Source: an optimization exercise on an open RTL-to-GDS flow (aim: small area, a short achievable clock period and few clock cycles per item). Production flows keep margins and buffers that such runs may drop.
RTL that was checked went through simulation tests only; none was proved equivalent to the original.
The RTL of run 2 was laid out without a check of its function.

File: flow/run.sh
#!/bin/bash
# Standard layout, with timing repair aiming for more setup slack.
set -euo pipefail
bash standard.sh SETUP_SLACK_MARGIN=7 finish > standard_flow.log 2>&1
File: standard.sh
#!/bin/bash
# synth_recipe.tcl (not shown) runs the flow's synth.tcl, then flattens the netlist and writes it again
# the make line also repeats each setting of config.mk as NAME=value (left out here)
make -C /OpenROAD-flow-scripts/flow DESIGN_CONFIG=/design/flow/config.mk WORK_HOME=/design/flow/orfs CLKGATE_MAP_FILE= SYNTH_SCRIPT=/design/flow/synth_recipe.tcl "${@:-finish}"
File: config.mk
export PLATFORM = sky130hd
export DESIGN_NAME = expr_eval_top
export DESIGN_NICKNAME = expr_eval_top
export VERILOG_FILES = /design/flow/design.v
export SDC_FILE = /design/flow/constraint.sdc
export NUM_CORES = 4
export LEC_CHECK = 0
export CAP_MARGIN = 20
export CORE_MARGIN = 2
export CORE_UTILIZATION = 40
export SLEW_MARGIN = 20
File: constraint.sdc
create_clock -name core_clock -period 10.0 [get_ports {clk_2}]
set_input_delay 2.0000 -clock core_clock [delete_from_list [all_inputs] [get_ports {clk_2}]]
set_output_delay 2.0000 -clock core_clock [all_outputs]
set_load 0.01 [all_outputs]
File: design.v
package expr_token_pkg;
	typedef logic [2:0] tok_val_t;
	typedef enum logic [2:0] {
		OP_ADD = 3'd0,
		OP_SUB = 3'd1,
		OP_MUL = 3'd2,
		OP_ABS = 3'd3,
		OP_TWO = 3'd4
	} opcode_e;
	typedef logic signed [31:0] result_t;
endpackage
package expr_ctrl_pkg;
	typedef enum logic {
		PREFIX  = 1'b0,
		POSTFIX = 1'b1
	} notation_e;
endpackage
`timescale 1ns/10ps
module expr_alu (
	input  logic                     ninv,   
	input  logic                     qinv,   
	input  logic                     cin,
	input  expr_token_pkg::result_t  p,
	input  expr_token_pkg::result_t  q,
	input  expr_token_pkg::result_t  mcand,
	input  logic [5:0]               bsel,   
	input  expr_token_pkg::result_t  acc,
	output expr_token_pkg::result_t  t,      
	output expr_token_pkg::result_t  u,      
	output expr_token_pkg::result_t  y_mul
);
	typedef expr_token_pkg::result_t word_t;
	logic [32:0] tc;
	assign tc = {p ^ {32{ninv}}, 1'b1} + {q ^ {32{qinv}}, cin};
	assign t  = tc[32:1];
	assign u  = (p ~^ q) + ((p | q) << 1);
	logic  one0, two0, neg0, one1, two1, use_acc;
	word_t r0, r1;
	logic [32:0] cpa;
	assign {one0, two0, neg0, one1, two1, use_acc} = bsel;
	assign r0 = ({32{one0}} & mcand | {32{two0}} & (mcand << 1)) ^ {32{neg0}};
	assign r1 = {32{one1}} & (mcand << 2) | {32{two1}} & (mcand << 3) | {32{use_acc}} & acc;
	assign cpa   = {r0, 1'b1} + {r1, neg0};
	assign y_mul = cpa[32:1];
endmodule
`timescale 1ns/10ps
module stack_evaluator (
	input  logic       pmode,      
	input  logic       drn,        
	input  logic       c0v,
	input  logic [3:0] c0,         
	input  logic       c1v,
	input  logic [3:0] c1,
	input  logic       ov0,        
	input  logic       oh0,        
	input  logic [2:0] oop0,
	output logic       alu_go,
	output logic       cfg_sx,     
	output logic [2:0] aop,
	output logic [1:0] ncons,
	output logic       push_x,
	output logic       ld_c0,
	output logic       ld_c1,
	output logic       o_push,
	output logic       o_push_has,
	output logic       o_set_has
);
	always_comb begin
		alu_go     = 1'b0;
		cfg_sx     = 1'b0;
		aop        = c0[2:0];
		ncons      = 2'd0;
		push_x     = 1'b0;
		ld_c0      = 1'b0;
		ld_c1      = 1'b0;
		o_push     = 1'b0;
		o_push_has = 1'b0;
		o_set_has  = 1'b0;
		if (pmode) begin
			if (c0v && c0[3]) begin
				alu_go = 1'b1;
				cfg_sx = 1'b1;
				aop    = c0[2:0];
				ncons  = 2'd1;
			end else if (c0v && c1v && c1[3]) begin
				alu_go = 1'b1;
				aop    = c1[2:0];
				ncons  = 2'd2;
			end else if (c0v) begin
				push_x = 1'b1;
				ld_c0  = 1'b1;
				ncons  = 2'd1;
			end
		end else begin
			if (drn) begin
				alu_go = 1'b1;
				cfg_sx = 1'b1;
				aop    = oop0;
			end else if (c0v && c0[3] && c1v && !c1[3]) begin
				o_push     = 1'b1;
				o_push_has = 1'b1;
				push_x     = 1'b1;
				ld_c1      = 1'b1;
				ncons      = 2'd2;
			end else if (c0v && c0[3]) begin
				o_push = 1'b1;
				ncons  = 2'd1;
			end else if (c0v && !(ov0 && oh0)) begin
				push_x    = 1'b1;
				ld_c0     = 1'b1;
				o_set_has = 1'b1;
				ncons     = 2'd1;
			end else if (c0v) begin
				alu_go = 1'b1;
				aop    = oop0;
				ncons  = 2'd1;
			end
		end
	end
endmodule
`timescale 1ns/10ps
module expr_eval_top (
	input  logic                     clk_2,
	input  logic                     rst_n,
	input  logic                     in_valid,
	input  expr_token_pkg::tok_val_t tok_in,
	input  logic                     op_flag,
	input  logic                     mode,
	output logic                     out_valid,
	output expr_token_pkg::result_t  result
);
	localparam int NT = 19;  
	localparam int NS = 9;   
	localparam int NC = 4;   
	localparam int NO = 9;   
	typedef expr_token_pkg::result_t word_t;
	logic       fr;          
	logic       en;          
	logic       pmode;       
	logic [4:0] wp;          
	logic [4:0] rp;          
	logic [4:0] rem;         
	logic       c0v, c1v, c2v, c3v;   
	logic [3:0] tbuf [0:NT-1];
	logic [3:0] c0, c1;      
	word_t         x;        
	logic          xv;       
	logic          xl;       
	logic          pb;       
	logic          xlast;    
	word_t         cs [0:NC-1];
	logic [2:0]    ls [0:NS-1];
	logic [NS-1:0] ts;       
	logic [NO-1:0] ov;       
	logic [NO-1:0] oh;       
	logic [2:0]    oop [0:NO-1];
	logic          drn;      
	logic          busy;     
	word_t         acc;
	logic       cfg_r;       
	logic       sub_r;       
	logic       pinv_r;      
	logic       qinv_r;      
	logic [4:0] opk_r;       
	logic       mcs_r;       
	logic [5:0] bsel_r;      
	logic       tok_new, ended;
	logic [3:0] pins;
	assign tok_new = in_valid & ~en;
	assign ended   = en | (fr & ~in_valid);
	assign pins    = {op_flag, tok_in};
	word_t s0;
	assign s0 = ts[0] ? cs[0] : {29'd0, ls[0]};
	logic       alu_go, cfg_sx, push_x, ld_c0, ld_c1;
	logic       o_push, o_push_has, o_set_has;
	logic [2:0] aop;
	logic [1:0] ncons;
	stack_evaluator u_dec (
		.pmode      (pmode),
		.drn        (drn),
		.c0v        (c0v),
		.c0         (c0),
		.c1v        (c1v),
		.c1         (c1),
		.ov0        (ov[0]),
		.oh0        (oh[0]),
		.oop0       (oop[0]),
		.alu_go     (alu_go),
		.cfg_sx     (cfg_sx),
		.aop        (aop),
		.ncons      (ncons),
		.push_x     (push_x),
		.ld_c0      (ld_c0),
		.ld_c1      (ld_c1),
		.o_push     (o_push),
		.o_push_has (o_push_has),
		.o_set_has  (o_set_has)
	);
	word_t p, q, y, t, u, y_mul, mcand;
	logic  is_mul, mul_slow, mul_setup, mul_iter, fin;
	logic  cs0_fit, x_fit, x_last;
	assign p = x;
	assign q = {{29{mcs_r}} & cs[0][31:3],
	            cfg_r ? (ts[0] ? cs[0][2:0] : ls[0]) : c0[2:0]};
	assign cs0_fit = (cs[0][31:3] == 29'd0) || (cs[0][31:3] == {29{1'b1}});
	assign x_fit   = (x[31:3] == 29'd0) || (x[31:3] == {29{1'b1}});
	assign x_last  = xlast;
	assign is_mul    = alu_go && (aop == 3'd2);
	assign mul_slow  = cfg_sx && ts[0] && !xl;
	assign mul_setup = is_mul && mul_slow && !busy;
	assign mul_iter  = is_mul && mul_slow && busy && !x_last;
	assign fin       = alu_go && !mul_setup && !mul_iter;
	assign mcand = mcs_r ? cs[0] : x;
	expr_alu u_alu (
		.ninv  (pinv_r),
		.qinv  (qinv_r),
		.cin   (sub_r),
		.p     (p),
		.q     (q),
		.mcand (mcand),
		.bsel  (bsel_r),
		.acc   (acc),
		.t     (t),
		.u     (u),
		.y_mul (y_mul)
	);
	logic sel_t, sel_u, sel_m, sel_2;
	assign sel_t = opk_r[0] || (opk_r[1] && !t[31]);
	assign sel_u = opk_r[1] && t[31];
	assign sel_m = opk_r[2];
	assign sel_2 = opk_r[3];
	assign y = {32{sel_t}} & t | {32{sel_u}} & ~u | {32{sel_m}} & y_mul
	         | {32{sel_2}} & {t[30:0], 1'b0};
	logic last_op, drained, comp, idle_fin, clr;
	assign last_op  = pmode || !ov[1];
	assign drained  = (ncons == 2'd2) ? !c2v : (ncons == 2'd1) ? !c1v : !c0v;
	assign comp     = fin && ended && drained && last_op;
	assign idle_fin = ended && !c0v && !busy && !drn;
	assign clr      = comp || idle_fin;
	logic [1:0] n;
	logic [4:0] rem_n;
	logic       do_push, do_pop, x_small, o_pop;
	assign n       = (mul_setup || mul_iter) ? 2'd0 : ncons;
	assign rem_n   = rem - {3'd0, n} + {4'd0, tok_new};
	assign do_push = push_x && xv;
	assign do_pop  = fin && cfg_sx;
	assign x_small = (x[31:3] == 29'd0);
	assign o_pop   = fin && !pmode;
	logic       pmode_d, drn_d, c0v_d, c1v_d, ov0_d, oh0_d, ts0_d, xl_d, pb_d, busy_d;
	logic [2:0] ls0_d;
	word_t      xn_d;    
	logic [3:0] c0_d, c1_d;
	logic [2:0] oop0_d;
	logic [3:0] b2, b3;
	logic [4:0] rp2, rp3;
	assign rp2 = rp + 5'd2;
	assign rp3 = rp + 5'd3;
	assign b2  = (rp2 < 5'(NT)) ? tbuf[rp2] : 4'd0;
	assign b3  = (rp3 < 5'(NT)) ? tbuf[rp3] : 4'd0;
	assign pmode_d = (in_valid && !fr) ? mode : pmode;
	logic c4v, c5v, c2v_d, c3v_d;
	logic [5:0] vth;
	assign c4v = (rem > 5'd4);
	assign c5v = (rem > 5'd5);
	assign vth = {c5v, c4v, c3v, c2v, c1v, c0v};
	always_comb begin
		c0v_d = 1'b0;
		c1v_d = 1'b0;
		c2v_d = 1'b0;
		c3v_d = 1'b0;
		if (!clr) begin
			case ({n, tok_new})
				3'b001: {c3v_d, c2v_d, c1v_d, c0v_d} = {vth[2:0], 1'b1};
				3'b000, 3'b011: {c3v_d, c2v_d, c1v_d, c0v_d} = vth[3:0];
				3'b010, 3'b101: {c3v_d, c2v_d, c1v_d, c0v_d} = vth[4:1];
				default: {c3v_d, c2v_d, c1v_d, c0v_d} = vth[5:2];
			endcase
		end
	end
	assign drn_d   = !clr && (o_pop ? (ov[1] && oh[1]) : drn);
	assign ov0_d   = !clr && (o_push ? 1'b1 : o_pop ? ov[1] : ov[0]);
	assign oh0_d   = o_push ? o_push_has : (o_pop || o_set_has) ? 1'b1 : oh[0];
	assign oop0_d  = o_push ? c0[2:0] : o_pop ? oop[1] : oop[0];
	assign ts0_d   = do_push ? !x_small : do_pop ? ts[1] : ts[0];
	assign ls0_d   = (do_push && x_small) ? x[2:0] : (do_pop && !ts[0]) ? ls[1] : ls[0];
	assign busy_d  = !clr && (mul_setup || mul_iter);
	always_comb begin
		case (n)
			2'd0: begin
				c0_d = c0v ? c0 : pins;
				c1_d = c1v ? c1 : pins;
			end
			2'd1: begin
				c0_d = c1v ? c1 : pins;
				c1_d = c2v ? b2 : pins;
			end
			default: begin
				c0_d = c2v ? b2 : pins;
				c1_d = c3v ? b3 : pins;
			end
		endcase
	end
	logic swap;
	assign swap = !x_fit && cs0_fit;
	always_comb begin
		xl_d = xl;
		pb_d = pb;
		xn_d = x;
		if (fin) begin
			xl_d = 1'b0;
		end else if (mul_setup) begin
			xl_d = 1'b0;
			pb_d = 1'b0;
			if (swap) xn_d = cs[0];
		end else if (mul_iter) begin
			pb_d = x[1];
			xn_d = x >>> 2;
		end else if (ld_c0) begin
			xl_d = 1'b1;
			xn_d = {29'd0, c0[2:0]};
		end else if (ld_c1) begin
			xl_d = 1'b1;
			xn_d = {29'd0, c1[2:0]};
		end
	end
	logic       nx_cfg_sx;
	logic [2:0] nx_aop;
	stack_evaluator u_dec_next (
		.pmode      (pmode_d),
		.drn        (drn_d),
		.c0v        (c0v_d),
		.c0         (c0_d),
		.c1v        (c1v_d),
		.c1         (c1_d),
		.ov0        (ov0_d),
		.oh0        (oh0_d),
		.oop0       (oop0_d),
		.alu_go     (),
		.cfg_sx     (nx_cfg_sx),
		.aop        (nx_aop),
		.ncons      (),
		.push_x     (),
		.ld_c0      (),
		.ld_c1      (),
		.o_push     (),
		.o_push_has (),
		.o_set_has  ()
	);
	logic [2:0] nd;
	logic [5:0] nx_bsel;
	always_comb begin
		if (!nx_cfg_sx)   nd = c0_d[2:0];
		else if (!ts0_d)  nd = ls0_d;
		else              nd = xn_d[2:0];
		if (busy_d) begin
			nx_bsel = {xn_d[0] ^ pb_d,
			           (xn_d[1] & ~xn_d[0] & ~pb_d) | (~xn_d[1] & xn_d[0] & pb_d),
			           xn_d[1], 1'b0, 1'b0, 1'b1};
		end else begin
			nx_bsel = {nd[0], nd[1] & ~nd[0], nd[1], nd[2] ^ nd[1], nd[2] & nd[1], 1'b0};
		end
	end
	always_ff @(posedge clk_2) begin
		cfg_r  <= nx_cfg_sx;
		sub_r  <= (nx_aop == 3'd1) || (nx_aop == 3'd4);
		pinv_r <= ((nx_aop == 3'd1) || (nx_aop == 3'd4)) && nx_cfg_sx;
		qinv_r <= ((nx_aop == 3'd1) || (nx_aop == 3'd4)) && !nx_cfg_sx;
		opk_r  <= {nx_aop > 3'd4, nx_aop == 3'd4, nx_aop == 3'd2, nx_aop == 3'd3,
		           nx_aop == 3'd0 || nx_aop == 3'd1};
		mcs_r  <= nx_cfg_sx && ts0_d;
		bsel_r <= nx_bsel;
	end
	always_ff @(posedge clk_2 or negedge rst_n) begin
		if (!rst_n) begin
			fr        <= 1'b0;
			en        <= 1'b0;
			wp        <= '0;
			rp        <= '0;
			rem       <= '0;
			c0v       <= 1'b0;
			c1v       <= 1'b0;
			c2v       <= 1'b0;
			c3v       <= 1'b0;
			xv        <= 1'b0;
			ov        <= '0;
			drn       <= 1'b0;
			busy      <= 1'b0;
			out_valid <= 1'b0;
			result    <= '0;
		end else begin
			out_valid <= comp;
			result    <= comp ? y : '0;
			c0v       <= c0v_d;
			c1v       <= c1v_d;
			c2v       <= c2v_d;
			c3v       <= c3v_d;
			drn       <= drn_d;
			if (clr) begin
				fr   <= 1'b0;
				en   <= 1'b0;
				wp   <= '0;
				rp   <= '0;
				rem  <= '0;
				xv   <= 1'b0;
				ov   <= '0;
				busy <= 1'b0;
			end else begin
				if (tok_new) begin
					fr <= 1'b1;
					wp <= wp + 5'd1;
				end
				if (fr && !in_valid) en <= 1'b1;
				rp   <= rp + {3'd0, n};
				rem  <= rem_n;
				busy <= busy_d;
				if (fin || push_x) xv <= 1'b1;
				if (o_push) begin
					ov <= {ov[NO-2:0], 1'b1};
				end else if (o_pop) begin
					ov <= {1'b0, ov[NO-1:1]};
				end
			end
		end
	end
	always_ff @(posedge clk_2) begin
		pmode <= pmode_d;
		c0    <= c0_d;
		c1    <= c1_d;
		xl    <= xl_d;
		pb    <= pb_d;
		xlast <= (xn_d[31:1] == 31'd0) || (xn_d[31:1] == {31{1'b1}});
		if (tok_new && wp < 5'(NT)) tbuf[wp] <= pins;
	end
	always_ff @(posedge clk_2) begin
		x   <= {32{fin && sel_t}} & t | {32{fin && sel_u}} & ~u
		     | {32{fin && sel_m}} & y_mul | {32{fin && sel_2}} & {t[30:0], 1'b0}
		     | {32{!fin}} & xn_d;
		acc <= mul_setup ? '0 : y_mul;
		if (do_push) begin
			ts <= {ts[NS-2:0], !x_small};
			if (x_small) begin
				ls[0] <= x[2:0];
				for (int i = 1; i < NS; i++) ls[i] <= ls[i-1];
			end else begin
				cs[0] <= x;
				for (int i = 1; i < NC; i++) cs[i] <= cs[i-1];
			end
		end else if (do_pop) begin
			ts <= {1'b0, ts[NS-1:1]};
			if (ts[0]) begin
				for (int i = 0; i < NC - 1; i++) cs[i] <= cs[i+1];
			end else begin
				for (int i = 0; i < NS - 1; i++) ls[i] <= ls[i+1];
			end
		end else if (mul_iter) begin
			cs[0] <= cs[0] << 2;
		end else if (mul_setup) begin
			if (swap) cs[0] <= x;
		end
		if (o_push) begin
			oop[0] <= c0[2:0];
			oh[0]  <= o_push_has;
			for (int i = 1; i < NO; i++) begin
				oop[i] <= oop[i-1];
				oh[i]  <= oh[i-1];
			end
		end else if (o_pop) begin
			for (int i = 0; i < NO - 1; i++) begin
				oop[i] <= oop[i+1];
				oh[i]  <= oh[i+1];
			end
			oh[0] <= 1'b1;
		end else if (o_set_has) begin
			oh[0] <= 1'b1;
		end
	end
endmodule
==> results of run 1 <==
==> worst max path at each step <==
stage	start	endpoint	cells past startpoint
floorplan	in_valid	qinv_r	13
global placement	in_valid	qinv_r	12
detailed placement	in_valid	qinv_r	12
CTS	ts[0]	result[29]	20
global route	ts[0]	x[30]	23
finish	ts[0]	x[30]	23
==> routing by layer <==
layer,vias up,part of all wire,global-route usage
li1,10700,-,-
met1,11800,0.41,0.321
met2,989,0.47,0.411
met3,249,0.070,0.0397
met4,0,0.052,0.110
met5,-,0,0
==> cells in the final DEF (no fill, tap or decap), types with 58 or more instances in the layout <==
master and count:
mux2i_1 58, nand2_1 248, dfxtp_1 73, o21ai_0 64, ha_1 112, inv_1 166, nor2_1 134, xnor2_1 96
edfxtp_1 273, xor2_1 70, mux2_2 95, a21oi_1 125, buf_4 198, dfrtp_1 59
==> sequential cells by signal, indices dropped and copies added (netlist names), 5 cells and up <==
signal and count:
cs 128, tbuf 76, acc 32, result 32
x 32, ls 27, oop 27, oh 9
ov 9, ts 9, bsel_r 6, rem 5
rp 5, wp 5
==> synth_stat cells, types with 17 or more instances <==
master / number / area share
nor4_1: 21 / 0.0047
a21oi_1: 155 / 0.028
xnor2_1: 118 / 0.037
mux2_2: 100 / 0.041
nand3_1: 39 / 0.0070
inv_1: 182 / 0.025
a211oi_1: 35 / 0.0095
edfxtp_1: 273 / 0.29
a22oi_1: 46 / 0.012
mux2i_1: 69 / 0.025
nand2b_1: 18 / 0.0041
a21boi_0: 19 / 0.0051
nand2_1: 277 / 0.037
ha_1: 145 / 0.065
nand4_1: 33 / 0.0074
clkbuf_1: 119 / 0.016
dfxtp_1: 94 / 0.068
a21o_1: 32 / 0.0086
o21ai_0: 127 / 0.023
buf_2: 21 / 0.0038
a31oi_1: 23 / 0.0052
xor2_1: 81 / 0.026
nor2_1: 154 / 0.021
nor2b_1: 18 / 0.0041
nor3_1: 34 / 0.0061
a221oi_1: 17 / 0.0054
mux4_2: 37 / 0.030
dfrtp_1: 66 / 0.059
a222oi_1: 41 / 0.015
o22ai_1: 46 / 0.010
and3_1: 30 / 0.0068
and2_1: 44 / 0.0099
==> worst max-delay path, cell delays in order, from the launching register on <==
cell and delay [ns]:
edfxtp_1 0.38, buf_6 0.16, buf_6 0.13, mux2i_4 0.17, nand2_1 0.08, o21ai_2 0.08, buf_4 0.17, xnor2_4 0.14
fa_2 0.45, a211oi_4 0.29, o21ai_2 0.12, nand4_1 0.13, buf_6 0.13, nand2_2 0.07, a21oi_4 0.16, buf_6 0.13
nand2b_4 0.08, mux2i_4 0.25, buf_12 0.20, buf_6 0.14, buf_4 0.13, a221oi_2 0.22, buf_4 0.18, o21ai_1 0.07
==> repair_timing <==
item / CTS / global route
buffers inserted: 136 / 101
resized for setup: 425 / 223
gates cloned: 15 / 12
endpoints found under the setup margin: 500 / 289
pin swaps: 95 / 151
==> layout make-up <==
type / count / area share
Tap cell: 931 / 0.0323
Timing Repair Buffer: 327 / 0.0903
Sequential cell: 433 / 0.326
Multi-Input combinational cell: 1994 / 0.487
Clock buffer: 71 / 0.0385
Inverter: 183 / 0.0198
Clock inverter: 22 / 0.00524
==> logic make-up (layout without fill, tap and decap cells) <==
family / after synthesis / count (layout) / synth area share
buffers and inverters: 348 / 603 / 0.0507
flip-flops: 433 / 433 / 0.422
XOR/XNOR: 200 / 200 / 0.0637
AO/OA/AOI/OAI: 702 / 704 / 0.173
AND/OR/NAND/NOR: 728 / 734 / 0.127
multiplexers: 206 / 207 / 0.0954
adder cells (fa/ha/maj): 149 / 149 / 0.0682
==> per-stage QoR <==
stage / std cells / setup slack [ns] / hold slack, ns
floorplan: 2766 / 5.67 / 0.420
global route: 3961 / 5.67 / 0.449
global placement: 3604 / 4.74 / 0.429
detailed placement: 3604 / 4.66 / 0.428
finish: 3961 / 5.78 / 0.443
CTS: 3848 / 5.76 / 0.442
==> reports/metrics.yaml, run 1 <==
clk_latency_ns: 0.62
drive_above_1_share: 0.322
num_vias: 23700
ys_seq_area_frac: 0.422
ioPinCount: 41
min_from: "ls[7][2]"
min_to: "ls[8][2]"
ys.flop_type: "edfxtp_1"
grt_max_degree: 67
end_kind: "flip-flop"
h-tree-depth: 2
grt_antenna_before_repair: 0
cp-start-kind: "flip-flop"
netlist_area_um2: 27800
rows: 96
fin_crit_ns: 4.22
nFillCells: 6056
cts_tree: "built"
ant_nets: 0
ctsRootBufferMaster: "clkbuf_16"
outcome: "finished clean"
gr-total-overflow: 0
syn_inst: 2766
wire_per_inst_um: 23.8
placed_cell_area_um2: 29800
grt_pass1_vias: 22800
final_nets: 3146
die_w_um: 268
multi_input_area_um2: 17600
place.gp.congestion: 0.923
grtUsageTotal: 0.248
portBuffers: 40
path_max_fanout: 7
start_util: 0.404
synthArstFlopShare: 0.152
drt_iter0_drc: 2183
hold_depth: 0
relSlewSlack: 0.315
dieArea_um2: 71600
tightest_slew_ns: 1.03
drc: 0
yosysWarnings: 8
rsz0062_at_grt: "true"
synth_seq_cells: 433
finalWirelength_mm: 94.2
holdBufCountCts: 0
timing.rr.end: "x[30]"
synth_cell_type_count: 97
max_cap_viol_count: 0
n_antenna_cell: 0
via_per_inst: 5.99
synth_nets: 2923
cts_inserted_buffers: 50
final_max_slew_viol_count: 0
avgSynthCellArea_um2: 10.0
grt_pass1_wl_mm: 137
hold_class: "flip-flop to flip-flop"
reg2regPathDepth: 23
finalSetupViolCount: 0
die_h_um: 268
synth_edf_count: 273
r2r_slack_ns: 5.78
finalCritPeriodShare: 0.422
hpwl_mm: 61.2
finClkSkew_ns: 0.0392
final_core_util: 0.525
clock_sinks: 433
crit_arrival_ns: 4.71
r2r-start: "ts[0]"
stdcell_area_um2: 36100
first_pass_iters: 7
required_ns: 10.50
clk_pin_slew_ns: 0.06
critical_path_class: "flip-flop to flip-flop"
coreArea_um2: 68700
clockBufferDepth: 3
tns_ns: 0
fmax_mhz: 237
syn2layout_area_growth_pct: 29.8
seq_area_um2: 11800
hold_violations: 0
Testbench counts, summed over its fixed seeds: cycles 21,040, frames 1,600.
==> run 2: changes to the inputs <==
--- a/design.v
+++ b/design.v
@@ -33,3 +33,3 @@
 	logic [32:0] tc;
-	assign tc = {p ^ {32{ninv}}, 1'b1} + {q ^ {32{qinv}}, cin};
+	assign tc = {p ^ {32{ninv}}, 1'b1} + {q, cin};
 	assign t  = tc[32:1];
@@ -202,4 +202,4 @@
 	assign p = x;
-	assign q = {{29{mcs_r}} & cs[0][31:3],
-	            cfg_r ? (ts[0] ? cs[0][2:0] : ls[0]) : c0[2:0]};
+	assign q = {{29{mcs_r}} & cs[0][31:3] | {29{qinv_r}},
+	            mcs_r ? cs[0][2:0] : cfg_r ? ls[0] : (c0[2:0] ^ {3{qinv_r}})};
 	assign cs0_fit = (cs[0][31:3] == 29'd0) || (cs[0][31:3] == {29{1'b1}});
==> flow/run.sh (replaced) <==
#!/bin/bash
# Standard layout, with timing repair aiming for more setup slack.
set -euo pipefail
bash standard.sh SETUP_SLACK_MARGIN=6 finish > standard_flow.log 2>&1
--- a/config.mk
+++ b/config.mk
@@ -9,3 +9,4 @@
 export CORE_MARGIN = 2
-export CORE_UTILIZATION = 40
+export CORE_UTILIZATION = 55
+export PLACE_DENSITY = 0.75
 export SLEW_MARGIN = 20
==> run 2 against run 1 <==
  * Still clean
  * First-iteration DRC count is 43% higher
  * Hold slack better by 0.0070 ns
  * Synthesized cell count increased by 9.7%
  * Worst setup slack improved by 0.15 ns
  * Final cell count shrank 4.2%
  * Sequential share of layout area rose by 3.6 points
  * Non-clock buffer count is 158 lower
  * Count of clock-buffer cells in the layout decreased by 8
  * Critical path type unchanged
  * Largest cell class unchanged
==> reports/metrics.yaml, run 2 <==
outcome: "finished clean"  # unchanged
clk_latency_ns: 0.60  # was 0.62 ns
rsz0062_at_grt: "true"  # unchanged
max_cap_viol_count: 0  # unchanged
grt_pass1_wl_mm: 132  # was 137 mm
placed_cell_area_um2: 28800  # was 29800 um2
portBuffers: 40  # unchanged
mostFrequentLayoutCells: "518 x nand2_1, 273 x edfxtp_1, 202 x inv_1"  # was 273 x edfxtp_1, 248 x nand2_1, 198 x buf_4
hold_class: "flip-flop to flip-flop"  # unchanged
r2r_slack_ns: 5.94  # was 5.78 ns
gr-total-overflow: 0  # unchanged
synth_most_common_cell: "nand2_1"  # unchanged
synth_nets: 3191  # was 2923
dieArea_um2: 52500  # was 71600 um2
tightest_slew_ns: 1.17  # was 1.03 ns
ys_seq_area_frac: 0.421  # was 0.422
grt_pass1_vias: 22600  # was 22800
nFillCells: 4124  # was 6056
hold_violations: 0  # unchanged
grt_antenna_before_repair: 0  # unchanged
largest_reg_flops: 128  # unchanged
finClkSkew_ns: 0.0218  # was 0.0392 ns
synth_cell_type_count: 92  # was 97
start_util: 0.556  # was 0.404
clk_pin_slew_ns: 0.06  # about the same
tns_ns: 0  # unchanged
drt_iter0_drc: 3120  # was 2183
ys.flop_type: "edfxtp_1"  # unchanged
synth_seq_cells: 433  # unchanged
synthTopCellsByArea: "edfxtp_1 29%, nand2_1 7.2%, dfxtp_1 6.8%"  # was edfxtp_1 29%, dfxtp_1 6.8%, ha_1 6.5%
critical_path_class: "flip-flop to flip-flop"  # unchanged
coreArea_um2: 50100  # was 68700 um2
first_pass_iters: 11  # was 7
fin_crit_ns: 4.06  # was 4.22 ns
yosysWarnings: 8  # unchanged
syn_inst: 3034  # was 2766
h-tree-depth: 2  # unchanged
ctsRootBufferMaster: "clkbuf_16"  # unchanged
cts_tree: "built"  # unchanged
crit_arrival_ns: 4.55  # was 4.71 ns
rows: 82  # was 96
final_max_slew_viol_count: 0  # unchanged
die_w_um: 229  # was 268 um
finalWirelength_mm: 89.4  # was 94.2 mm
via_per_inst: 6.49  # was 5.99
synth_common_cells: "536 x nand2_1, 273 x edfxtp_1, 208 x inv_1"  # was 277 x nand2_1, 273 x edfxtp_1, 182 x inv_1
final_common_cell: "nand2_1"  # was edfxtp_1
finalSetupViolCount: 0  # unchanged
end_kind: "flip-flop"  # unchanged
wire_per_inst_um: 23.6  # was 23.8 um
yosysTopAreaCell: "edfxtp_1"  # unchanged
cp-start-kind: "flip-flop"  # unchanged
final_nets: 3242  # was 3146
num_vias: 24600  # was 23700
required_ns: 10.49  # was 10.50 ns
ant_nets: 0  # unchanged
hpwl_mm: 59.8  # was 61.2 mm
synth_edf_count: 273  # unchanged
avgSynthCellArea_um2: 9.18  # was 10.0 um2
n_antenna_cell: 0  # unchanged
place.gp.congestion: 1.07  # was 0.923
fmax_mhz: 246  # was 237 MHz
synthArstFlopShare: 0.152  # unchanged
grtUsageTotal: 0.321  # was 0.248
syn2layout_area_growth_pct: 16.6  # was 29.8%
multi_input_area_um2: 15900  # was 17600 um2
ioPinCount: 41  # unchanged
stdcell_area_um2: 32500  # was 36100 um2
path_max_fanout: 5  # was 7
clockBufferDepth: 3  # unchanged
die_h_um: 229  # was 268 um
cts_inserted_buffers: 48  # was 50
holdBufCountCts: 0  # unchanged
relSlewSlack: 0.219  # was 0.315
synth_top_area_share: 0.294  # was 0.295
grt_max_degree: 104  # was 67
seq_area_um2: 11800  # about the same
drc: 0  # unchanged
top_register: "cs"  # unchanged
netlist_area_um2: 27900  # was 27800 um2
drive_above_1_share: 0.155  # was 0.322
finalCritPeriodShare: 0.406  # was 0.422
clock_sinks: 433  # unchanged
largestRegisters: "cs (128), tbuf (76)"  # unchanged
-- run 2: area by class of cell --
class                           count  area share
Clock buffer                       63      0.0420
Sequential cell                   433       0.362
Inverter                          209      0.0245
Tap cell                          672      0.0259
Multi-Input combinational cell   2224       0.489
Timing Repair Buffer              169      0.0505
Clock inverter                     23     0.00620
-- run 2: cells by family after synthesis --
kind of cell | Yosys count | share of synthesized area
buffers and inverters | 380 | 0.0533
and+or+nand+nor | 1065 | 0.174
muxes | 106 | 0.0547
adders and majority gates | 149 | 0.0680
DFF | 433 | 0.421
xor gates and xnor gates | 171 | 0.0538
AOI/OAI and AO/OA | 730 | 0.175
-- run 2: through the flow --
stage	worst slack, ns	instances	utilization	hold WS (ns)
after detailed placement	4.76	3607	0.574	0.433
after global routing	5.78	3793	0.649	0.454
after floorplan	5.64	3034	-	0.426
after CTS	5.88	3719	0.621	0.450
after global placement	4.84	3607	0.574	0.433
final	5.94	3793	0.649	0.450
-- run 2: worst paths after layout --
check,startpoint,to,cells past startpoint
max,qinv_r,x[26],20
min,cs[2][14],cs[3][14],0
max reg2reg,qinv_r,x[26],20
min reg2reg,cs[2][14],cs[3][14],0
max in group asynchronous,rst_n,c0v,2
min in group asynchronous,rst_n,result[11],1
-- run 2: per-layer routing --
layer / share of wire / global-route usage / vias to the layer above
met4: 0.065 / 0.184 / 0
met3: 0.089 / 0.0484 / 313
met1: 0.39 / 0.419 / 11800
li1: - / - / 11100
met2: 0.46 / 0.511 / 1422
met5: 0 / 0 / -
-- run 2: repair_timing --
action,4_1_cts,5_1_grt
setup endpoints to repair,134,113
pin swaps,32,93
buffers inserted,23,66
gates resized for setup,157,186
gates cloned,3,8
-- run 2: critical path, stage by stage, from the launching register on --
cell and delay [ns]:
dfxtp_4 0.36, buf_12 0.10, xor2_1 0.14, nor2_1 0.10
o31ai_4 0.29, inv_1 0.11, ha_4 0.29, inv_1 0.04
ha_1 0.29, a21oi_2 0.21, o211ai_1 0.11, buf_4 0.17
a31oi_4 0.25, o211ai_1 0.13, buf_4 0.19, a31oi_4 0.19
o21ai_1 0.11, xnor2_1 0.16, a222oi_1 0.29, o21ai_1 0.21
o21a_1 0.21
==> run 3: changes to the inputs <==
--- a/design.v
+++ b/design.v
@@ -233,2 +233,3 @@
 	         | {32{sel_2}} & {t[30:0], 1'b0};
+	assign result = out_valid ? x : '0;
 	logic last_op, drained, comp, idle_fin, clr;
@@ -388,6 +389,4 @@
 			out_valid <= 1'b0;
-			result    <= '0;
 		end else begin
 			out_valid <= comp;
-			result    <= comp ? y : '0;
 			c0v       <= c0v_d;
==> flow/run.sh (replaced) <==
#!/bin/bash
# Standard layout, with timing repair aiming for more setup slack.
set -euo pipefail
bash standard.sh SETUP_SLACK_MARGIN=7 finish > standard_flow.log 2>&1
--- a/config.mk
+++ b/config.mk
@@ -12 +12,2 @@
 export SLEW_MARGIN = 20
+export TNS_END_PERCENT = 5
==> run 3 against run 2 <==
  * Synthesized cell count down 5.9%
  * Register-to-register slack got worse by 0.18 ns
  * Worst setup slack worse by 0.18 ns
  * Area after synthesis down 5.7%
  * Routed wire length fell by 4.7%
  * Final area down 3.9%
  * Via count down 3.7%
  * Clock skew increased by 0.015 ns
  * Critical path type unchanged
  * Highest routed layer unchanged
==> reports/metrics.yaml, run 3 <==
top_register: "cs"  # unchanged
finalSetupViolCount: 0  # unchanged
die_w_um: 223  # was 229 um
synth_nets: 3011  # was 3191
top_usage_layer: "met2"  # unchanged
critical_path_class: "flip-flop to flip-flop"  # unchanged
holdBufCountCts: 0  # unchanged
drt_iter0_drc: 3542  # was 3120
yosysWarnings: 8  # unchanged
ioPinCount: 41  # unchanged
largest_reg_flops: 128  # unchanged
final_nets: 3081  # was 3242
netlist_area_um2: 26300  # was 27900 um2
cts_tree: "built"  # unchanged
tightest_slew_ns: 1.35  # was 1.17 ns
tns_ns: 0  # unchanged
first_pass_iters: 9  # was 11
clock_sinks: 401  # was 433
portBuffers: 40  # unchanged
yosysTopAreaCell: "edfxtp_1"  # unchanged
relSlewSlack: 0.0969  # was 0.219
synthTopCellsByArea: "edfxtp_1 31%, nand2_1 7.3%, dfxtp_1 7.2%"  # was edfxtp_1 29%, nand2_1 7.2%, dfxtp_1 6.8%
via_per_inst: 6.63  # was 6.49
crit_arrival_ns: 4.74  # was 4.55 ns
hpwl_mm: 52.8  # was 59.8 mm
synth_most_common_cell: "nand2_1"  # unchanged
n_antenna_cell: 0  # unchanged
h-tree-depth: 2  # unchanged
syn_inst: 2854  # was 3034
clk_latency_ns: 0.63  # was 0.60 ns
synth_edf_count: 273  # unchanged
synth_cell_type_count: 86  # was 92
ys.flop_type: "edfxtp_1"  # unchanged
max_cap_viol_count: 0  # unchanged
hold_violations: 0  # unchanged
place.gp.congestion: 0.965  # was 1.07
fmax_mhz: 236  # was 246 MHz
mostFrequentLayoutCells: "491 x nand2_1, 273 x edfxtp_1, 186 x inv_1"  # was 518 x nand2_1, 273 x edfxtp_1, 202 x inv_1
outcome: "finished clean"  # unchanged
synth_common_cells: "512 x nand2_1, 273 x edfxtp_1, 198 x inv_1"  # was 536 x nand2_1, 273 x edfxtp_1, 208 x inv_1
coreArea_um2: 47400  # was 50100 um2
start_util: 0.554  # was 0.556
cp-start-kind: "flip-flop"  # unchanged
hold_class: "flip-flop to flip-flop"  # unchanged
rsz0062_at_grt: "true"  # unchanged
finalCritPeriodShare: 0.424  # was 0.406
synthArstFlopShare: 0.0848  # was 0.152
grt_max_degree: 96  # was 104
drive_above_1_share: 0.174  # was 0.155
finalHoldWorstSlack_ns: 0.454  # was 0.450 ns
rows: 80  # was 82
grt_antenna_before_repair: 1  # was 0
finClkSkew_ns: 0.0364  # was 0.0218 ns
clk_pin_slew_ns: 0.07  # was 0.06 ns
final_max_slew_viol_count: 0  # unchanged
gr-total-overflow: 0  # unchanged
path_max_fanout: 45  # was 5
grt_use_met1: 0.419  # about the same
grt_pass1_vias: 22500  # was 22600
synth_seq_cells: 401  # was 433
syn2layout_area_growth_pct: 18.8  # was 16.6%
met3_usage: 0.0469  # was 0.0484
ctsRootBufferMaster: "clkbuf_16"  # unchanged
finalWirelength_mm: 85.3  # was 89.4 mm
avgSynthCellArea_um2: 9.20  # was 9.18 um2
required_ns: 10.50  # was 10.49 ns
final_common_cell: "nand2_1"  # unchanged
ant_nets: 0  # unchanged
ys_seq_area_frac: 0.416  # was 0.421
largestRegisters: "cs (128), tbuf (76)"  # unchanged
grtUsageTotal: 0.320  # was 0.321
gr-usage-met2: 0.508  # was 0.511
nFillCells: 3752  # was 4124
end_kind: "flip-flop"  # unchanged
wire_per_inst_um: 23.9  # was 23.6 um
grt_pass1_wl_mm: 125  # was 132 mm
die_h_um: 223  # was 229 um
cts_inserted_buffers: 44  # was 48
synth_top_area_share: 0.312  # was 0.294
dieArea_um2: 49500  # was 52500 um2
clockBufferDepth: 3  # unchanged
fin_crit_ns: 4.24  # was 4.06 ns
num_vias: 23700  # was 24600
drc: 0  # unchanged
run 3: cell types whose count changed in the layout (fill, tap and decap cells not counted), sizes merged, moves of 16 or more:
cell and delta:
and2 +24, a21oi -50, nor2 -35, nand2 -23, a221oi +22, mux2i -34, dfrtp -32, a211oi -16
run 3: cells by family after synthesis:
group | count (synthesis) | synth area share
and+or+nand+nor | 996 | 0.173
AOI/OAI and AO/OA | 685 | 0.178
DFF | 401 | 0.416
buffers and inverters | 370 | 0.0534
xor gates and xnor gates | 171 | 0.0570
adders and majority gates | 149 | 0.0721
muxes | 82 | 0.0504
run 3: final cells by class:
| type | count | area, um2 | share of cell area |
|---|---|---|---|
| tap | 615 | 769 | 0.0247 |
| clock inverter | 21 | 228 | 0.00730 |
| timing repair buffer | 181 | 1830 | 0.0586 |
| clock buffer | 58 | 1150 | 0.0370 |
| inverter | 204 | 796 | 0.0255 |
| multi-input combinational | 2092 | 15500 | 0.495 |
| sequential | 401 | 11000 | 0.352 |
run 3: metal layers:
layer | up-vias | share of wire
li1 | 10500 | -
met5 | - | 0
met2 | 1469 | 0.46
met1 | 11400 | 0.38
met4 | 0 | 0.066
met3 | 345 | 0.10
run 3: final timing paths:
path,startpoint,endpoint,slack [ns],cells after the start
setup reg to reg,c0v,bsel_r[2],5.76,15
hold reg to reg,cs[2][1],cs[3][1],0.45,0
max in group asynchronous,rst_n,out_valid,7.91,1
min in group asynchronous,rst_n,wp[3],1.48,1
hold / removal,cs[2][1],cs[3][1],0.45,0
setup / recovery,c0v,bsel_r[2],5.76,15
run 3: critical path, cell delays in order, from the launching register on:
cell      delay (ns)
dfrtp_2         0.39
nand3_2         0.08
or4b_4          0.56
a221o_1         0.36
buf_4           0.15
buf_4           0.24
o21ai_4         0.09
buf_4           0.49
o221ai_1        0.35
o21ai_0         0.29
nand2_1         0.09
o21ai_0         0.29
o211ai_1        0.18
o21ai_0         0.13
ha_1            0.26
and2_1          0.13
run 3: repair_timing:
item	in CTS	in global routing
setup buffers	32	68
resized for setup	79	291
cloned	11	9
pin swaps	20	97
endpoints found under the setup margin	548	390
run 3: through the flow:
stage	worst slack (ns)	utilization	cell area, um2	std cells
2_1_floorplan	5.22	-	26400	2854
3_3_place_gp	4.36	0.572	27100	3371
3_5_place_dp	4.21	0.573	27200	3372
4_1_cts	5.70	0.617	29300	3494
5_1_grt	5.66	0.658	31200	3572
6_report	5.76	0.658	31200	3572
Testbench counts of run 3, summed over its fixed seeds: cycles 21,040, frames 1,600.
==> run 4: changes to the inputs <==
--- a/config.mk
+++ b/config.mk
@@ -9,5 +9,3 @@
 export CORE_MARGIN = 2
-export CORE_UTILIZATION = 55
-export PLACE_DENSITY = 0.75
+export CORE_UTILIZATION = 40
 export SLEW_MARGIN = 20
-export TNS_END_PERCENT = 5
==> run 4 against run 3 <==
  * Sequential share of layout area fell by 3.2 points
  * Routed wire length rose by 10%
  * Final cell count rose by 10%
  * Sequential cell count did not move
==> reports/metrics.yaml, run 4 <==
top_register: "cs"  # unchanged
finalCritPeriodShare: 0.435  # was 0.424
crit_arrival_ns: 4.84  # was 4.74 ns
rows: 93  # was 80
final_common_cell: "nand2_1"  # unchanged
h-tree-depth: 2  # unchanged
synthTopCellsByArea: "edfxtp_1 31%, nand2_1 7.3%, dfxtp_1 7.2%"  # unchanged
cts_tree: "built"  # unchanged
outcome: "finished clean"  # unchanged
cp-start-kind: "flip-flop"  # unchanged
first_pass_iters: 9  # unchanged
fin_crit_ns: 4.35  # was 4.24 ns
drive_above_1_share: 0.270  # was 0.174
finClkSkew_ns: 0.0375  # was 0.0364 ns
nFillCells: 5792  # was 3752
multi_input_area_um2: 16600  # was 15500 um2
path_max_fanout: 10  # was 45
synth_most_common_cell: "nand2_1"  # unchanged
r2r_slack_ns: 5.65  # was 5.76 ns
avgSynthCellArea_um2: 9.20  # unchanged
finalWirelength_mm: 93.9  # was 85.3 mm
final_nets: 3201  # was 3081
clock_sinks: 401  # unchanged
clk_latency_ns: 0.61  # was 0.63 ns
critical_path_class: "flip-flop to flip-flop"  # unchanged
hpwl_mm: 57.7  # was 52.8 mm
num_vias: 23800  # was 23700
portBuffers: 40  # unchanged
die_h_um: 260  # was 223 um
die_w_um: 260  # was 223 um
n_antenna_cell: 0  # unchanged
syn_inst: 2854  # unchanged
ys_seq_area_frac: 0.416  # unchanged
min_to: "cs[3][27]"  # was cs[3][1]
cp-startpoint: "ts[0]"  # was c0v
hold_depth: 0  # unchanged
grtUsageTotal: 0.270  # was 0.320
max_cap_viol_count: 0  # unchanged
ctsRootBufferMaster: "clkbuf_16"  # unchanged
grt_pass1_vias: 23000  # was 22500
slowest_stage: "edfxtp_1"  # was or4b_4
finalSetupViolCount: 0  # unchanged
ioPinCount: 41  # unchanged
critPathMaxStageDelay_ns: 0.74  # was 0.56 ns
synth_cell_type_count: 86  # unchanged
yosysTopAreaCell: "edfxtp_1"  # unchanged
syn2layout_area_growth_pct: 30.7  # was 18.8%
synth_seq_cells: 401  # unchanged
ant_nets: 0  # unchanged
place.gp.congestion: 0.958  # was 0.965
drc: 0  # unchanged
cts_inserted_buffers: 47  # was 44
yosysWarnings: 8  # unchanged
ys.flop_type: "edfxtp_1"  # unchanged
wire_per_inst_um: 23.8  # was 23.9 um
final_core_util: 0.531  # was 0.658
clockBufferDepth: 3  # unchanged
netlist_area_um2: 26300  # unchanged
via_per_inst: 6.05  # was 6.63
synth_nets: 3011  # unchanged
final_max_slew_viol_count: 0  # unchanged
gr-total-overflow: 0  # unchanged
grt_antenna_before_repair: 0  # was 1
timing.rr.end: "pinv_r"  # was bsel_r[2]
dieArea_um2: 67700  # was 49500 um2
synth_top_area_share: 0.312  # unchanged
worstPathCellList: "nand2b_2 > a221o_1 > buf_12 > clkinv_8 > nor2_4 > buf_6 > buf_12 > clkinv_8 > ha_4 > or3_4 > buf_6 > a21o_1 > nor2_1 > a311o_1 > or4_4 > mux2_4 > a211oi_4 > xor2_2 > nor2_1"  # was nand3_2 > or4b_4 > a221o_1 > buf_4 > buf_4 > o21ai_4 > buf_4 > o221ai_1 > o21ai_0 > nand2_1 > o21ai_0 > o211ai_1 > o21ai_0 > ha_1 > and2_1
tightest_slew_ns: 0.901  # was 1.35 ns
r2r-start: "ts[0]"  # was c0v
rsz0062_at_grt: "true"  # unchanged
reg2regPathDepth: 19  # was 15
grt_max_degree: 100  # was 96
end_kind: "flip-flop"  # unchanged
largestRegisters: "cs (128), tbuf (76)"  # unchanged
start_util: 0.406  # was 0.554
largest_reg_flops: 128  # unchanged
hold_class: "flip-flop to flip-flop"  # unchanged
tns_ns: 0  # unchanged
synthArstFlopShare: 0.0848  # unchanged
min_from: "cs[2][27]"  # was cs[2][1]
synth_edf_count: 273  # unchanged
seq_area_um2: 11000  # about the same
synth_common_cells: "512 x nand2_1, 273 x edfxtp_1, 198 x inv_1"  # unchanged
clk_pin_slew_ns: 0.06  # was 0.07 ns
mostFrequentLayoutCells: "491 x nand2_1, 273 x edfxtp_1, 182 x inv_1"  # was 491 x nand2_1, 273 x edfxtp_1, 186 x inv_1
drt_iter0_drc: 2727  # was 3542
grt_pass1_wl_mm: 141  # was 125 mm
coreArea_um2: 64700  # was 47400 um2
relSlewSlack: 0.390  # was 0.0969
fmax_mhz: 230  # was 236 MHz
hold_violations: 0  # unchanged
required_ns: 10.49  # was 10.50 ns
run 4: cell counts after synthesis:
Identical to the previous run, type by type.
run 4: worst max-delay path: cells and delay by family, from the launching register on:
family                     cells  cell delay [ns]
adders and majority gates      1             0.12
and+or+nand+nor                6             1.07
DFF                            1             0.74
buffers and inverters          6             0.60
xor gates and xnor gates       1             0.23
muxes                          1             0.30
AOI/OAI and AO/OA              4             1.15
run 4: cell type report:
type                    instances  share of cell area
clock buffers                  61              0.0376
clock inverters                26             0.00762
inverters                     204              0.0241
multi-input cells            2097               0.484
flip-flops and latches        401               0.319
well taps                     855              0.0312
repair buffers                293              0.0961
run 4: cell families after synthesis:
family          count (synthesis)  synth area share
compound gates                685             0.178
flops                         401             0.416
mux                            82            0.0504
xor+xnor                      171            0.0570
buf+inv                       370            0.0534
fa+ha+maj                     149            0.0721
simple gates                  996             0.173
run 4: what timing repair did:
item	in CTS	in global routing
setup buffers	150	54
pin swaps	97	92
gates cloned	29	3
endpoints found under the setup margin	549	251
hold buffers	0	0
gates resized for setup	529	194
run 4: metrics by stage:
stage               hold WS [ns]  cell area [um2]  setup slack (ns)  cells
floorplan                  0.426            27300              5.30   2854
global placement           0.428            28000              4.42   3614
detailed placement         0.436            28000              4.34   3614
CTS                        0.451            32900              5.64   3880
global route               0.461            34300              5.52   3937
finish                     0.451            34300              5.65   3937
run 4: layer usage:
layer | vias up | global-route usage | share of wire
li1 | 10800 | - | -
met1 | 11700 | 0.363 | 0.42
met2 | 1129 | 0.428 | 0.46
met3 | 205 | 0.0424 | 0.075
met4 | 0 | 0.126 | 0.048
met5 | - | 0 | 0
run 4: worst max path at each step:
stage,to,slack [ns]
final,pinv_r,5.65
after floorplan,qinv_r,5.30
after global placement,pinv_r,4.42
after global routing,pinv_r,5.52
after detailed placement,pinv_r,4.34
after CTS,pinv_r,5.64
==> run 5: changes to the inputs <==
--- a/design.v
+++ b/design.v
@@ -28,3 +28,2 @@
 	output expr_token_pkg::result_t  t,      
-	output expr_token_pkg::result_t  u,      
 	output expr_token_pkg::result_t  y_mul
@@ -35,3 +34,2 @@
 	assign t  = tc[32:1];
-	assign u  = (p ~^ q) + ((p | q) << 1);
 	logic  one0, two0, neg0, one1, two1, use_acc;
@@ -158,4 +156,6 @@
 	logic          busy;     
+	logic          absb;     
 	word_t         acc;
-	logic       cfg_r;       
+	logic       qls_r;       
+	logic       qtk_r;       
 	logic       sub_r;       
@@ -198,4 +198,4 @@
 	);
-	word_t p, q, y, t, u, y_mul, mcand;
-	logic  is_mul, mul_slow, mul_setup, mul_iter, fin;
+	word_t p, q, y, t, y_mul, mcand;
+	logic  is_mul, mul_slow, mul_setup, mul_iter, abs_setup, fin;
 	logic  cs0_fit, x_fit, x_last;
@@ -203,3 +203,3 @@
 	assign q = {{29{mcs_r}} & cs[0][31:3] | {29{qinv_r}},
-	            mcs_r ? cs[0][2:0] : cfg_r ? ls[0] : (c0[2:0] ^ {3{qinv_r}})};
+	            {3{mcs_r}} & cs[0][2:0] | {3{qls_r}} & ls[0] | {3{qtk_r}} & (c0[2:0] ^ {3{qinv_r}})};
 	assign cs0_fit = (cs[0][31:3] == 29'd0) || (cs[0][31:3] == {29{1'b1}});
@@ -211,3 +211,4 @@
 	assign mul_iter  = is_mul && mul_slow && busy && !x_last;
-	assign fin       = alu_go && !mul_setup && !mul_iter;
+	assign abs_setup = alu_go && (aop == 3'd3) && !absb;
+	assign fin       = alu_go && !mul_setup && !mul_iter && !abs_setup;
 	assign mcand = mcs_r ? cs[0] : x;
@@ -223,12 +224,10 @@
 		.t     (t),
-		.u     (u),
 		.y_mul (y_mul)
 	);
-	logic sel_t, sel_u, sel_m, sel_2;
-	assign sel_t = opk_r[0] || (opk_r[1] && !t[31]);
-	assign sel_u = opk_r[1] && t[31];
+	logic sel_t, sel_m, sel_2, x_t;
+	assign sel_t = opk_r[0] || opk_r[1];
 	assign sel_m = opk_r[2];
 	assign sel_2 = opk_r[3];
-	assign y = {32{sel_t}} & t | {32{sel_u}} & ~u | {32{sel_m}} & y_mul
-	         | {32{sel_2}} & {t[30:0], 1'b0};
+	assign y = {32{sel_t}} & t | {32{sel_m}} & y_mul | {32{sel_2}} & {t[30:0], 1'b0};
+	assign x_t = (fin || abs_setup) && sel_t;
 	assign result = out_valid ? x : '0;
@@ -243,3 +242,3 @@
 	logic       do_push, do_pop, x_small, o_pop;
-	assign n       = (mul_setup || mul_iter) ? 2'd0 : ncons;
+	assign n       = (mul_setup || mul_iter || abs_setup) ? 2'd0 : ncons;
 	assign rem_n   = rem - {3'd0, n} + {4'd0, tok_new};
@@ -309,3 +308,3 @@
 		xn_d = x;
-		if (fin) begin
+		if (fin || abs_setup) begin
 			xl_d = 1'b0;
@@ -364,9 +363,18 @@
 	always_ff @(posedge clk_2) begin
-		cfg_r  <= nx_cfg_sx;
-		sub_r  <= (nx_aop == 3'd1) || (nx_aop == 3'd4);
-		pinv_r <= ((nx_aop == 3'd1) || (nx_aop == 3'd4)) && nx_cfg_sx;
-		qinv_r <= ((nx_aop == 3'd1) || (nx_aop == 3'd4)) && !nx_cfg_sx;
+		if (abs_setup) begin
+			qls_r  <= 1'b0;
+			qtk_r  <= 1'b0;
+			sub_r  <= t[31];
+			pinv_r <= t[31];
+			qinv_r <= 1'b0;
+		end else begin
+			qls_r  <= nx_cfg_sx && !ts0_d;
+			qtk_r  <= !nx_cfg_sx;
+			sub_r  <= (nx_aop == 3'd1) || (nx_aop == 3'd4);
+			pinv_r <= ((nx_aop == 3'd1) || (nx_aop == 3'd4)) && nx_cfg_sx;
+			qinv_r <= ((nx_aop == 3'd1) || (nx_aop == 3'd4)) && !nx_cfg_sx;
+		end
 		opk_r  <= {nx_aop > 3'd4, nx_aop == 3'd4, nx_aop == 3'd2, nx_aop == 3'd3,
 		           nx_aop == 3'd0 || nx_aop == 3'd1};
-		mcs_r  <= nx_cfg_sx && ts0_d;
+		mcs_r  <= nx_cfg_sx && ts0_d && !abs_setup;
 		bsel_r <= nx_bsel;
@@ -388,2 +396,3 @@
 			busy      <= 1'b0;
+			absb      <= 1'b0;
 			out_valid <= 1'b0;
@@ -405,2 +414,3 @@
 				busy <= 1'b0;
+				absb <= 1'b0;
 			end else begin
@@ -414,2 +424,3 @@
 				busy <= busy_d;
+				absb <= abs_setup;
 				if (fin || push_x) xv <= 1'b1;
@@ -433,5 +444,5 @@
 	always_ff @(posedge clk_2) begin
-		x   <= {32{fin && sel_t}} & t | {32{fin && sel_u}} & ~u
+		x   <= {32{x_t}} & t
 		     | {32{fin && sel_m}} & y_mul | {32{fin && sel_2}} & {t[30:0], 1'b0}
-		     | {32{!fin}} & xn_d;
+		     | {32{!fin && !abs_setup}} & xn_d;
 		acc <= mul_setup ? '0 : y_mul;
==> flow/run.sh (replaced) <==
#!/bin/bash
# Standard layout, with timing repair aiming for more setup slack.
set -euo pipefail
bash standard.sh SETUP_SLACK_MARGIN=6 finish > standard_flow.log 2>&1
--- a/config.mk
+++ b/config.mk
@@ -9,3 +9,4 @@
 export CORE_MARGIN = 2
-export CORE_UTILIZATION = 40
+export CORE_UTILIZATION = 55
+export PLACE_DENSITY = 0.75
 export SLEW_MARGIN = 20
==> run 5 against run 4 <==
  * Highest routed layer unchanged
  * Sequential share of layout area up 6.2 points
  * Final area down 16%
  * Routed wire length down 22%
  * Maximum frequency down 2.1%
  * Count of clock-buffer cells in the layout unchanged
  * Sequential cell count up 2
  * Utilization up 12 points
  * Global-route usage up 3.7 points
  * Clock skew down 0.0021 ns
==> reports/metrics.yaml, run 5 <==
clk_latency_ns: 0.60  # was 0.61 ns
ioPinCount: 41  # unchanged
ant_nets: 0  # unchanged
synth_cell_type_count: 101  # was 86
largestRegisters: "cs (128), tbuf (76)"  # unchanged
stdcell_area_um2: 29000  # was 34300 um2
largest_reg_flops: 128  # unchanged
crit_buf_inv: 5  # was 6
cts_tree: "built"  # unchanged
drive_above_1_share: 0.232  # was 0.270
holdBufCountCts: 0  # unchanged
ctsRootBufferMaster: "clkbuf_16"  # unchanged
grt_pass1_wl_mm: 112  # was 141 mm
worstPathCellList: "and4b_4 > buf_6 > mux2_4 > a221o_2 > nor2_4 > nor2_4 > ha_4 > or2_4 > nor2_4 > buf_4 > buf_4 > buf_4 > buf_4 > nand2_1 > o22a_1 > o211ai_1 > o2111a_2 > mux2_4 > mux2i_4 > xor2_1 > nand2b_1 > mux2i_1"  # was nand2b_2 > a221o_1 > buf_12 > clkinv_8 > nor2_4 > buf_6 > buf_12 > clkinv_8 > ha_4 > or3_4 > buf_6 > a21o_1 > nor2_1 > a311o_1 > or4_4 > mux2_4 > a211oi_4 > xor2_2 > nor2_1
synthArstFlopShare: 0.0868  # was 0.0848
crit_arrival_ns: 4.96  # was 4.84 ns
finalHoldWorstSlack_ns: 0.449  # was 0.451 ns
wire_per_inst_um: 24.1  # was 23.8 um
fin_crit_ns: 4.44  # was 4.35 ns
clk_pin_slew_ns: 0.06  # about the same
critPathMaxStageDelay_ns: 0.42  # was 0.74 ns
finalCritPeriodShare: 0.444  # was 0.435
synth_edf_count: 273  # unchanged
cp-start-kind: "flip-flop"  # unchanged
yosysWarnings: 8  # unchanged
synthTopCellsByArea: "edfxtp_1 33%, dfxtp_1 7.7%, mux2_2 6.1%"  # was edfxtp_1 31%, nand2_1 7.3%, dfxtp_1 7.2%
synth_nets: 2481  # was 3011
path_max_fanout: 12  # was 10
final_nets: 2526  # was 3201
final_common_cell: "edfxtp_1"  # was nand2_1
die_h_um: 216  # was 260 um
num_vias: 20500  # was 23800
rows: 77  # was 93
syn2layout_area_growth_pct: 17.3  # was 30.7%
synth_top_area_share: 0.332  # was 0.312
synth_common_cells: "273 x edfxtp_1, 220 x nor2_1, 194 x nand2_1"  # was 512 x nand2_1, 273 x edfxtp_1, 198 x inv_1
mostFrequentLayoutCells: "273 x edfxtp_1, 210 x nor2_1, 189 x nand2_1"  # was 491 x nand2_1, 273 x edfxtp_1, 182 x inv_1
grt_pass1_vias: 19500  # was 23000
first_pass_iters: 12  # was 9
grtUsageTotal: 0.307  # was 0.270
ys.flop_type: "edfxtp_1"  # unchanged
grt_max_degree: 67  # was 100
dieArea_um2: 46600  # was 67700 um2
finClkSkew_ns: 0.0354  # was 0.0375 ns
ys_seq_area_frac: 0.445  # was 0.416
via_per_inst: 6.71  # was 6.05
finalWirelength_mm: 73.7  # was 93.9 mm
hpwl_mm: 46.1  # was 57.7 mm
hold_violations: 0  # unchanged
grt_antenna_before_repair: 0  # unchanged
cts_inserted_buffers: 43  # was 47
tightest_slew_ns: 1.23  # was 0.901 ns
avgSynthCellArea_um2: 10.3  # was 9.20 um2
finalSetupViolCount: 0  # unchanged
crit_top_cell: "buf_4"
critical_path_class: "flip-flop to flip-flop"  # unchanged
outcome: "finished clean"  # unchanged
top_register: "cs"  # unchanged
die_w_um: 216  # was 260 um
max_cap_viol_count: 0  # unchanged
critPathTopFamily: "simple AND/OR/NAND/NOR gates"  # was compound AO/OA/AOI/OAI gates
final_max_slew_viol_count: 0  # unchanged
place.gp.congestion: 0.925  # was 0.958
drt_iter0_drc: 2728  # was 2727
rsz0062_at_grt: "true"  # unchanged
required_ns: 10.52  # was 10.49 ns
clock_sinks: 403  # was 401
yosysTopAreaCell: "edfxtp_1"  # unchanged
tns_ns: 0  # unchanged
hold_class: "flip-flop to flip-flop"  # unchanged
h-tree-depth: 2  # unchanged
syn_inst: 2386  # was 2854
synth_most_common_cell: "edfxtp_1"  # was nand2_1
synth_seq_cells: 403  # was 401
clockBufferDepth: 3  # unchanged
end_kind: "flip-flop"  # unchanged
portBuffers: 40  # unchanged
gr-total-overflow: 0  # unchanged
fmax_mhz: 225  # was 230 MHz
start_util: 0.558  # was 0.406
coreArea_um2: 44200  # was 64700 um2
slowest_stage: "a221o_2"  # was edfxtp_1
netlist_area_um2: 24700  # was 26300 um2
drc: 0  # unchanged
n_antenna_cell: 0  # unchanged
placed_cell_area_um2: 25500  # was 28000 um2
relSlewSlack: 0.178  # was 0.390
## run 5: kinds of logic (layout without fill, tap and decap cells)
kind of cell,count (synthesis),count (layout),share of synthesized area
xor gates and xnor gates,145,145,0.0518
muxes,210,210,0.111
DFF,403,403,0.445
AOI/OAI and AO/OA,592,594,0.172
adders and majority gates,87,87,0.0450
buffers and inverters,260,334,0.0425
and+or+nand+nor,689,691,0.134
## run 5: layer usage
metal	vias to the layer above	wire length, um	GRT usage
met1	9998	29300	0.412
li1	9057	-	-
met5	-	0	0
met4	0	3270	0.132
met2	1190	33600	0.482
met3	246	7520	0.0669
## run 5: worst paths after layout
check                            endpoint  slack [ns]  depth (start not counted)     start
worst max-delay path                sub_r        5.56                         22     c0[3]
worst min-delay path             ls[8][1]        0.45                          0  ls[7][1]
worst max register to register      sub_r        5.56                         22     c0[3]
worst min register to register   ls[8][1]        0.45                          0  ls[7][1]
max in group asynchronous       out_valid        7.86                          1     rst_n
min in group asynchronous           wp[0]        1.51                          1     rst_n
## run 5: worst reg2reg max path, stage by stage, from the launching register on
cell and delay, ns:
dfxtp_4 0.39, and4b_4 0.38, buf_6 0.11, mux2_4 0.30, a221o_2 0.42, nor2_4 0.16, nor2_4 0.08, ha_4 0.21
or2_4 0.25, nor2_4 0.11, buf_4 0.11, buf_4 0.09, buf_4 0.09, buf_4 0.10, nand2_1 0.06, o22a_1 0.21
o211ai_1 0.13, o2111a_2 0.27, mux2_4 0.32, mux2i_4 0.18, xor2_1 0.17, nand2b_1 0.11, mux2i_1 0.14
## run 5: stage by stage
stage               worst slack (ns)  utilization  std cells
floorplan                       5.27            -       2386
global placement                4.40        0.576       2871
detailed placement              4.32        0.577       2871
CTS                             5.52        0.637       3022
global route                    5.41        0.655       3056
finish                          5.56        0.655       3056
## run 5: what timing repair did
item                       CTS  global route
setup buffers               65            34
setup endpoints to repair  283            84
cloned                       8             0
pin swaps                   57            60
gates resized for setup    145           110
## run 5: cell type report
type	instances	area, um2
tap	592	741
inverter	88	347
timing repair buffer	167	1610
timing repair inverter	1	5.00
clock buffer	61	1250
clock inverter	17	199
sequential	403	11000
fill	3304	15300
multi-input combinational	1727	13800
Testbench counts of run 5, summed over its fixed seeds: cycles 22,062, frames 1,600.

==> static timing again, ports no longer ideal <==
The flow's constraints put no driver on any port. The routed layouts listed below were extracted and timed again, unchanged, in two steps.
Step 1 sets driving cells, clkbuf_16 on the clock port and buf_2 on the other inputs (assumed; they add their load-dependent delay and slew).
Step 2 times the ports against the registers' clock, not the clock port: input delays grow and output delays shrink by t, the midpoint of the rising clock arrivals with the driver on.
a / b / c = ideal / step 1 / step 2; a / b = the first two.
run	shift t [ns]	slack for setup (ns)	worst hold slack (ns)	worst slew at a driven data input, ns	pins driven straight from the clock port
run 1	0.663	5.784 / 5.784 / 5.402	0.443 / 0.443 / 0.443	0.05	1
run 2	0.649	5.936 / 5.936 / 5.436	0.450 / 0.450 / 0.450	0.06	1
run 3	0.667	5.760 / 5.760 / 5.153	0.453 / 0.453 / 0.453	0.05	1
run 4	0.653	5.653 / 5.653 / 5.048	0.451 / 0.451 / 0.451	0.04	1
run 5	0.641	5.560 / 5.560 / 4.986	0.449 / 0.449 / 0.449	0.05	1
After both steps every run listed still meets setup and hold. For run 3, which loses most, drivers alone change the setup slack by 0.000 ns; drivers and shift together by -0.607 ns.
